This design comes from an exercise in tuning for small area on the open sky130 flow, not from production work. In this exercise RTL edits were held to simulation tests only and were not proved equivalent to the original. Power is estimated from default activity; no workload was simulated.

exp/fjord:
// fpga_unidir
module fpga_unidir #(
  parameter int MX                 = 4,
  parameter int MY                 = 2,
  parameter int WS                 = 4,
  parameter int NUM_CONFIG_REGIONS = 2
) (
  input  logic                  wb_clk_i,
  input  logic                  arst_n_i,
  input  logic                  wbs_cyc_i,
  input  logic                  wbs_stb_i,
  input  logic                  wbs_we_i,
  input  fabric_pkg::wb_sel_t   wbs_sel_i,
  input  fabric_pkg::wb_addr_t  wbs_addr_i,
  input  fabric_pkg::wb_data_t  wbs_data_i,
  output logic                  wbs_ack_o,
  output fabric_pkg::wb_data_t  wbs_data_o,
  input  logic [MY*WS-1:0]      fabric_in_i,
  output logic [MY*WS-1:0]      fabric_out_o
);
==> flow/config.mk <==
export PLATFORM = sky130hd
export DESIGN_NAME = fpga_unidir
export DESIGN_NICKNAME = fpga_unidir
export VERILOG_FILES = /design/flow/design.v
export SDC_FILE = /design/flow/constraint.sdc
export NUM_CORES = 4
export LEC_CHECK = 0
export CAP_MARGIN = 20
export CORE_MARGIN = 2
export CORE_UTILIZATION = 55
export SLEW_MARGIN = 20
export SYNTH_HIERARCHICAL = 1
==> flow/constraint.sdc <==
create_clock -name core_clock -period 16.0 [get_ports {wb_clk_i}]
set_input_delay 3.2000 -clock core_clock [delete_from_list [all_inputs] [get_ports {wb_clk_i}]]
set_output_delay 3.2000 -clock core_clock [all_outputs]
set_load 0.01 [all_outputs]
standard.sh (not shown) runs the stock make flow with config.mk's settings and CLKGATE_MAP_FILE= SYNTH_SCRIPT=/design/flow/synth_recipe.tcl, a recipe that flattens the netlist after the stock synthesis.
==> flow/flow/run.sh <==
#!/bin/bash
# Standard synthesis, then the standard ORFS layout steps with a leaner clock
# tree (larger sink clusters, no dummy loads) and the smallest buffer on each
# port. Every tool's output goes to a log file in this folder.
set -euo pipefail
bash standard.sh synth > synth.log 2>&1
bash standard.sh \
  'CTS_ARGS=-sink_clustering_enable -repair_clock_nets -dont_use_dummy_load -sink_clustering_size 20 -sink_clustering_max_diameter 50 -buf_list {sky130_fd_sc_hd__clkbuf_8 sky130_fd_sc_hd__clkbuf_16}' \
  'BUFFER_PORTS_ARGS=-inputs -outputs -buffer_cell sky130_fd_sc_hd__buf_1' \
  finish > layout.log 2>&1
exp/fjord: no failed stages, no open violations at the end
Inputs modified between exp/fjord and exp/indigo:
Settings: PLACE_DENSITY newly set to 0.78; CORE_UTILIZATION changed from 55 to 70.
diff --git a/flow/flow/run.sh b/flow/flow/run.sh
--- a/flow/flow/run.sh
+++ b/flow/flow/run.sh
@@ -8 +8 @@
-  'CTS_ARGS=-sink_clustering_enable -repair_clock_nets -dont_use_dummy_load -sink_clustering_size 20 -sink_clustering_max_diameter 50 -buf_list {sky130_fd_sc_hd__clkbuf_8 sky130_fd_sc_hd__clkbuf_16}' \
+  'CTS_ARGS=-sink_clustering_enable -repair_clock_nets -dont_use_dummy_load -sink_clustering_size 16 -sink_clustering_max_diameter 60 -buf_list {sky130_fd_sc_hd__clkbuf_4 sky130_fd_sc_hd__clkbuf_8}' \
## What came out
exp/indigo went all the way through synthesis, placement and routing and the layout is clean on timing, DRC and antenna.
Comparing exp/indigo with exp/fjord, the final hold slack came out essentially unchanged.
Comparing exp/indigo and exp/fjord, utilization is lower on exp/fjord.
Taking exp/fjord as the reference, in exp/indigo minimum clock period after layout shows no meaningful change, net switching power has decreased.
#### Input delta (exp/willow over exp/indigo)
Settings: changing CORE_UTILIZATION from 70 to 55; removing PLACE_DENSITY (formerly 0.78).
diff --git a/flow/flow/run.sh b/flow/flow/run.sh
--- a/flow/flow/run.sh
+++ b/flow/flow/run.sh
@@ -8 +8 @@
-  'CTS_ARGS=-sink_clustering_enable -repair_clock_nets -dont_use_dummy_load -sink_clustering_size 16 -sink_clustering_max_diameter 60 -buf_list {sky130_fd_sc_hd__clkbuf_4 sky130_fd_sc_hd__clkbuf_8}' \
+  'CTS_ARGS=-sink_clustering_enable -repair_clock_nets -dont_use_dummy_load -sink_clustering_size 10 -sink_clustering_max_diameter 45 -sink_clustering_buffer sky130_fd_sc_hd__clkbuf_4 -buf_list {sky130_fd_sc_hd__clkbuf_4 sky130_fd_sc_hd__clkbuf_8}' \
Results
- Taking exp/indigo as the reference point, the worst-case hold slack of exp/willow falls by 18 ps.
- Final worst-path cycle share: exp/willow vs exp/indigo — no meaningful difference
- Taking exp/indigo as the reference, in exp/willow clock network fraction of total power moved up; total length of routed met3 wires down about 20%; maximum clock rate shows no meaningful change; die outline height has increased; number of antenna cells inserted shows a reduction of 11.
Input-level comparison between exp/violet and exp/willow:
Settings: CAP_MARGIN changed from 20 to 5; SLEW_MARGIN changed from 20 to 5.
diff --git a/flow/flow/run.sh b/flow/flow/run.sh
--- a/flow/flow/run.sh
+++ b/flow/flow/run.sh
@@ -8 +8 @@
-  'CTS_ARGS=-sink_clustering_enable -repair_clock_nets -dont_use_dummy_load -sink_clustering_size 10 -sink_clustering_max_diameter 45 -sink_clustering_buffer sky130_fd_sc_hd__clkbuf_4 -buf_list {sky130_fd_sc_hd__clkbuf_4 sky130_fd_sc_hd__clkbuf_8}' \
+  'CTS_ARGS=-sink_clustering_enable -repair_clock_nets -dont_use_dummy_load -sink_clustering_size 16 -sink_clustering_max_diameter 60 -buf_list {sky130_fd_sc_hd__clkbuf_4 sky130_fd_sc_hd__clkbuf_8}' \
Results
- Per the final summary, exp/violet finished and its layout is clean on timing, DRC and antenna.
- Sort exp/willow and exp/violet by via count of the first global-routing pass asc -> top: exp/violet
- Re number of detailed-routing iterations run before antenna repair: exp/willow was higher than exp/violet.
- Number of antenna repair diodes sits lower in exp/violet than in exp/willow.
- Summary of exp/violet over exp/willow: aggregate routed wire length shrank by 0.41%; number of H-tree branching levels shrank by 1; sum of met2 wire segment lengths after detailed routing shrank by about 2.3%; clock buffer count shrank by 52.
Inputs modified between exp/violet and exp/amber:
Settings: swapping 5 for 20 in CAP_MARGIN; swapping 5 for 20 in SLEW_MARGIN; putting CTS_BUF_LIST at sky130_fd_sc_hd__clkbuf_4 sky130_fd_sc_hd__clkbuf_8 where nothing was set.
==> flow/flow/run.sh <==
#!/bin/bash
# Standard layout, logged here
cat standard.sh > standard_sh_copy.log
cat config.mk > config_mk_copy.log
bash standard.sh > standard.log 2>&1
### Flow results
exp/amber vs. exp/violet: placer's final routability congestion estimate down 1.5%, shortest clock period the worst path allows after layout down 51 ps. exp/amber: slack of the worst reg-to-reg path is 110 ps lower than what exp/violet reported. Compared with exp/violet, exp/amber shows a higher cell area after placement. Cmp exp/amber vs exp/violet: final critical-path share of the clock period lower in exp/amber. exp/amber reports a higher number of buffers created by CTS than exp/violet does. Number of setup buffers added after CTS (higher): exp/amber. In exp/amber, the cell count came out 7.3% above the value in exp/violet. Area growth from synthesis to final layout came out higher on exp/amber than on exp/violet. exp/amber against exp/violet: cell area after layout now larger, number of ordinary and repair buffers in the finished layout went up 36.

---

== job 101 ==
fpga_unidir, a different RTL version from the one above (not shown whole).
Size in the first run: roughly 2000 cells after synthesis, roughly 1100 flip-flops, roughly 0.045 sq mm of cells after synthesis.
Settings: LEC_CHECK=0, CAP_MARGIN=5, CORE_MARGIN=2, CORE_UTILIZATION=70, PLACE_DENSITY=0.78, SLEW_MARGIN=5, SYNTH_HIERARCHICAL=1; clock period 16.0 ns.
==> flow/flow/run.sh <==
#!/bin/bash
# Standard synthesis, then the standard ORFS layout steps with a leaner clock
# tree (larger sink clusters, no dummy loads) and the smallest buffer on each
# port. Every tool's output goes to a log file in this folder.
set -euo pipefail
bash standard.sh synth > synth.log 2>&1
bash standard.sh \
  'CTS_ARGS=-sink_clustering_enable -repair_clock_nets -dont_use_dummy_load -sink_clustering_size 24 -sink_clustering_max_diameter 45 -buf_list {sky130_fd_sc_hd__clkbuf_4 sky130_fd_sc_hd__clkbuf_8}' \
  'BUFFER_PORTS_ARGS=-inputs -outputs -buffer_cell sky130_fd_sc_hd__buf_1' \
  finish > layout.log 2>&1
Job 101 finished all stages; the layout is clean.
> inputs changed (job 101 -> job 102)
- PLACE_DENSITY changed from 0.78 to 0.82
- CORE_UTILIZATION changed from 70 to 75
diff --git a/flow/flow/run.sh b/flow/flow/run.sh
--- a/flow/flow/run.sh
+++ b/flow/flow/run.sh
@@ -7,3 +7,3 @@
 bash standard.sh \
-  'CTS_ARGS=-sink_clustering_enable -repair_clock_nets -dont_use_dummy_load -sink_clustering_size 24 -sink_clustering_max_diameter 45 -buf_list {sky130_fd_sc_hd__clkbuf_4 sky130_fd_sc_hd__clkbuf_8}' \
+  'CTS_ARGS=-sink_clustering_enable -repair_clock_nets -dont_use_dummy_load -sink_clustering_size 16 -sink_clustering_max_diameter 60 -buf_list {sky130_fd_sc_hd__clkbuf_4 sky130_fd_sc_hd__clkbuf_8}' \
   'BUFFER_PORTS_ARGS=-inputs -outputs -buffer_cell sky130_fd_sc_hd__buf_1' \
Results
Between job 101 and job 102, the difference in met3 demand-to-capacity share in global routing is negligible. Against job 101, job 102 comes in 2.0% lower on non-clock buffer count. Job 102 ended up with fewer standard cells than job 101. Clock share of power: job 102 < job 101. Wire: job 102 routes more than job 101. Job 102 against job 101: part of the cycle the worst path needs climbed 0.41 points, multiplexer share of the synthesized area comparable.
Changes in job 103 relative to job 102:
- CORE_UTILIZATION changed from 75 to 70
- PLACE_DENSITY changed from 0.82 to 0.78
==> comparison <==
Changes observed in job 103 relative to job 102: critical path data arrival time decreased by 0.06 ns relative to the old numbers, smallest setup slack after layout up 0.059 ns, register-to-register path setup slack went up, number of buffers other than clock buffers in the final layout now sits higher, total number of vias shows a reduction of 573.
Looking at capture point of the critical path, the fabric_out_o[5] result is from job 103; the fabric_out_o[4] one comes from job 102.
Looking at initial antenna violation count, job 103 sits below job 102.
Final non-filler cell area: job 103 vs job 102, no meaningful difference
Reported for job 103 and job 102, final count of negative-setup-slack endpoints turned out identical to the last digit.
> inputs changed (job 103 -> job 104)
diff --git a/flow/flow/run.sh b/flow/flow/run.sh
--- a/flow/flow/run.sh
+++ b/flow/flow/run.sh
@@ -7,3 +7,3 @@
 bash standard.sh \
-  'CTS_ARGS=-sink_clustering_enable -repair_clock_nets -dont_use_dummy_load -sink_clustering_size 16 -sink_clustering_max_diameter 60 -buf_list {sky130_fd_sc_hd__clkbuf_4 sky130_fd_sc_hd__clkbuf_8}' \
+  'CTS_ARGS=-sink_clustering_enable -repair_clock_nets -dont_use_dummy_load -sink_clustering_size 20 -sink_clustering_max_diameter 60 -buf_list {sky130_fd_sc_hd__clkbuf_4 sky130_fd_sc_hd__clkbuf_8}' \
   'BUFFER_PORTS_ARGS=-inputs -outputs -buffer_cell sky130_fd_sc_hd__buf_1' \
Notes after the runs:
Looking at job 103 and job 104, the met2 wire length is a wash.
In job 104, the met3 track demand over resource in global routing came out 0.54 points above the value in job 103.
Comparing job 103 with job 104, the final cell area excluding filler cells came out essentially unchanged.
Job 104 | stages: all done | timing, DRC, antenna: all pass
Delta (job 104 minus job 103): final critical delay including setup and external delays went down; final clock period utilization by the worst path held; via count comparable.
Per the comparison of job 104 with job 103, overall power after layout decreased about 1.4%, final worst-path setup slack went up 0.016 ns, clock insertion delay at the later pin of the skew report shows an increase of 0.02 ns.
Re transition time at the pin with the least slew margin: job 103 was lower than job 104.
diff inputs: job 104 => job 105
diff --git a/flow/flow/run.sh b/flow/flow/run.sh
--- a/flow/flow/run.sh
+++ b/flow/flow/run.sh
@@ -7,4 +7,5 @@
 bash standard.sh \
-  'CTS_ARGS=-sink_clustering_enable -repair_clock_nets -dont_use_dummy_load -sink_clustering_size 20 -sink_clustering_max_diameter 60 -buf_list {sky130_fd_sc_hd__clkbuf_4 sky130_fd_sc_hd__clkbuf_8}' \
+  'CTS_ARGS=-sink_clustering_enable -repair_clock_nets -dont_use_dummy_load -sink_clustering_size 16 -sink_clustering_max_diameter 60 -buf_list {sky130_fd_sc_hd__clkbuf_4 sky130_fd_sc_hd__clkbuf_8}' \
   'BUFFER_PORTS_ARGS=-inputs -outputs -buffer_cell sky130_fd_sc_hd__buf_1' \
+  'GPL_KEEP_OVERFLOW=0' \
   finish > layout.log 2>&1
Findings:
- Core utilization: job 105 higher than job 104
- Compared with job 104, in job 105 growth of design area from synthesis to finish +1.6 points, relative contribution of the clock network to total power +1.1 points.
- Cells: job 105 has fewer instances than job 104
- Area occupied by multi-input gates up about 5% in job 105 wrt job 104
- Job 105 vs job 104: post-layout worst setup margin down in job 105

---

fpga_unidir, a different RTL version from the one above (not shown whole).
For scale: ~1100 flip-flops, roughly 120 I/O pins, roughly 44000 sq um of cells after synthesis.
==> flow/config.mk <==
export PLATFORM = sky130hd
export DESIGN_NAME = fpga_unidir
export DESIGN_NICKNAME = fpga_unidir
export VERILOG_FILES = /design/flow/design.v
export SDC_FILE = /design/flow/constraint.sdc
export NUM_CORES = 4
export LEC_CHECK = 0
export CAP_MARGIN = 5
export CORE_MARGIN = 2
export CORE_UTILIZATION = 70
export GPL_ROUTABILITY_DRIVEN = 0
export PLACE_DENSITY = 0.78
export SLEW_MARGIN = 5
export SYNTH_HIERARCHICAL = 1
==> flow/constraint.sdc <==
create_clock -name core_clock -period 16.0 [get_ports {wb_clk_i}]
set_input_delay 3.2000 -clock core_clock [delete_from_list [all_inputs] [get_ports {wb_clk_i}]]
set_output_delay 3.2000 -clock core_clock [all_outputs]
set_load 0.01 [all_outputs]
==> flow/flow/run.sh <==
#!/bin/bash
# Standard synthesis, then the standard ORFS layout steps with a leaner clock
# tree (larger sink clusters, no dummy loads) and the smallest buffer on each
# port. Every tool's output goes to a log file in this folder.
set -euo pipefail
bash standard.sh synth > synth.log 2>&1
bash standard.sh \
  'CTS_ARGS=-sink_clustering_enable -repair_clock_nets -dont_use_dummy_load -sink_clustering_size 16 -sink_clustering_max_diameter 60 -buf_list {sky130_fd_sc_hd__clkbuf_4 sky130_fd_sc_hd__clkbuf_8}' \
  'BUFFER_PORTS_ARGS=-inputs -outputs -buffer_cell sky130_fd_sc_hd__buf_1' \
  finish > layout.log 2>&1
The starting point finished with timing, DRC and antenna clean.
Change:
- GPL_ROUTABILITY_DRIVEN: 0 -> default
After rerunning: Global-route usage fell by 0.23 points; synthesized cell count stays the same; wire length goes down by 1.3%; worst setup slack gets worse by 0.0078 ns; power is about the same; clock power stays flat; utilization is about the same; cell area hardly moves; maximum frequency hardly moves.

## what the ideal ports hide
The results above use ideal ports. As a check the final layouts listed here were re-extracted and re-timed, cells and wires unchanged. Step 1: set_driving_cell puts a clkbuf_16 on wb_clk_i and a buf_2 on each other input, an assumption about the parent block. Step 2 times the ports against the registers' clock, not the clock port: input delays grow and output delays shrink by t, the midpoint of the rising clock arrivals with the driver on. Slacks: ideal / step 1 / step 2; pairs: ideal / step 1.
run | t (ns) | slack for setup (ns) | clock arrival spread, ns | cell pins on the clock port's net
exp/fjord | 0.703 | 0.279 / 0.257 / 0.257 | 0.096 / 0.096 | 1
exp/indigo | 0.739 | 0.278 / 0.256 / 0.256 | 0.098 / 0.098 | 1
exp/willow | 0.814 | 0.300 / 0.279 / 0.279 | 0.080 / 0.081 | 1
exp/violet | 0.758 | 0.258 / 0.237 / 0.237 | 0.112 / 0.112 | 1
exp/amber | 0.863 | 0.308 / 0.287 / 0.287 | 0.045 / 0.044 | 1
job 101 | 0.751 | 0.238 / 0.215 / 0.215 | 0.098 / 0.098 | 1
job 102 | 0.744 | 0.171 / 0.147 / 0.147 | 0.058 / 0.059 | 1
job 103 | 0.726 | 0.230 / 0.208 / 0.208 | 0.055 / 0.055 | 1
job 104 | 0.734 | 0.246 / 0.224 / 0.224 | 0.081 / 0.080 | 1
job 105 | 0.726 | 0.147 / 0.113 / 0.113 | 0.060 / 0.060 | 1
the first run of note 3 | 0.730 | 0.217 / 0.194 / 0.194 | 0.048 / 0.047 | 1
the second run of note 3 | 0.750 | 0.210 / 0.186 / 0.186 | 0.062 / 0.062 | 1
After both steps every run listed still meets setup and hold. For job 105, which loses most, drivers alone change the setup slack by -0.034 ns; drivers and shift together by -0.034 ns.
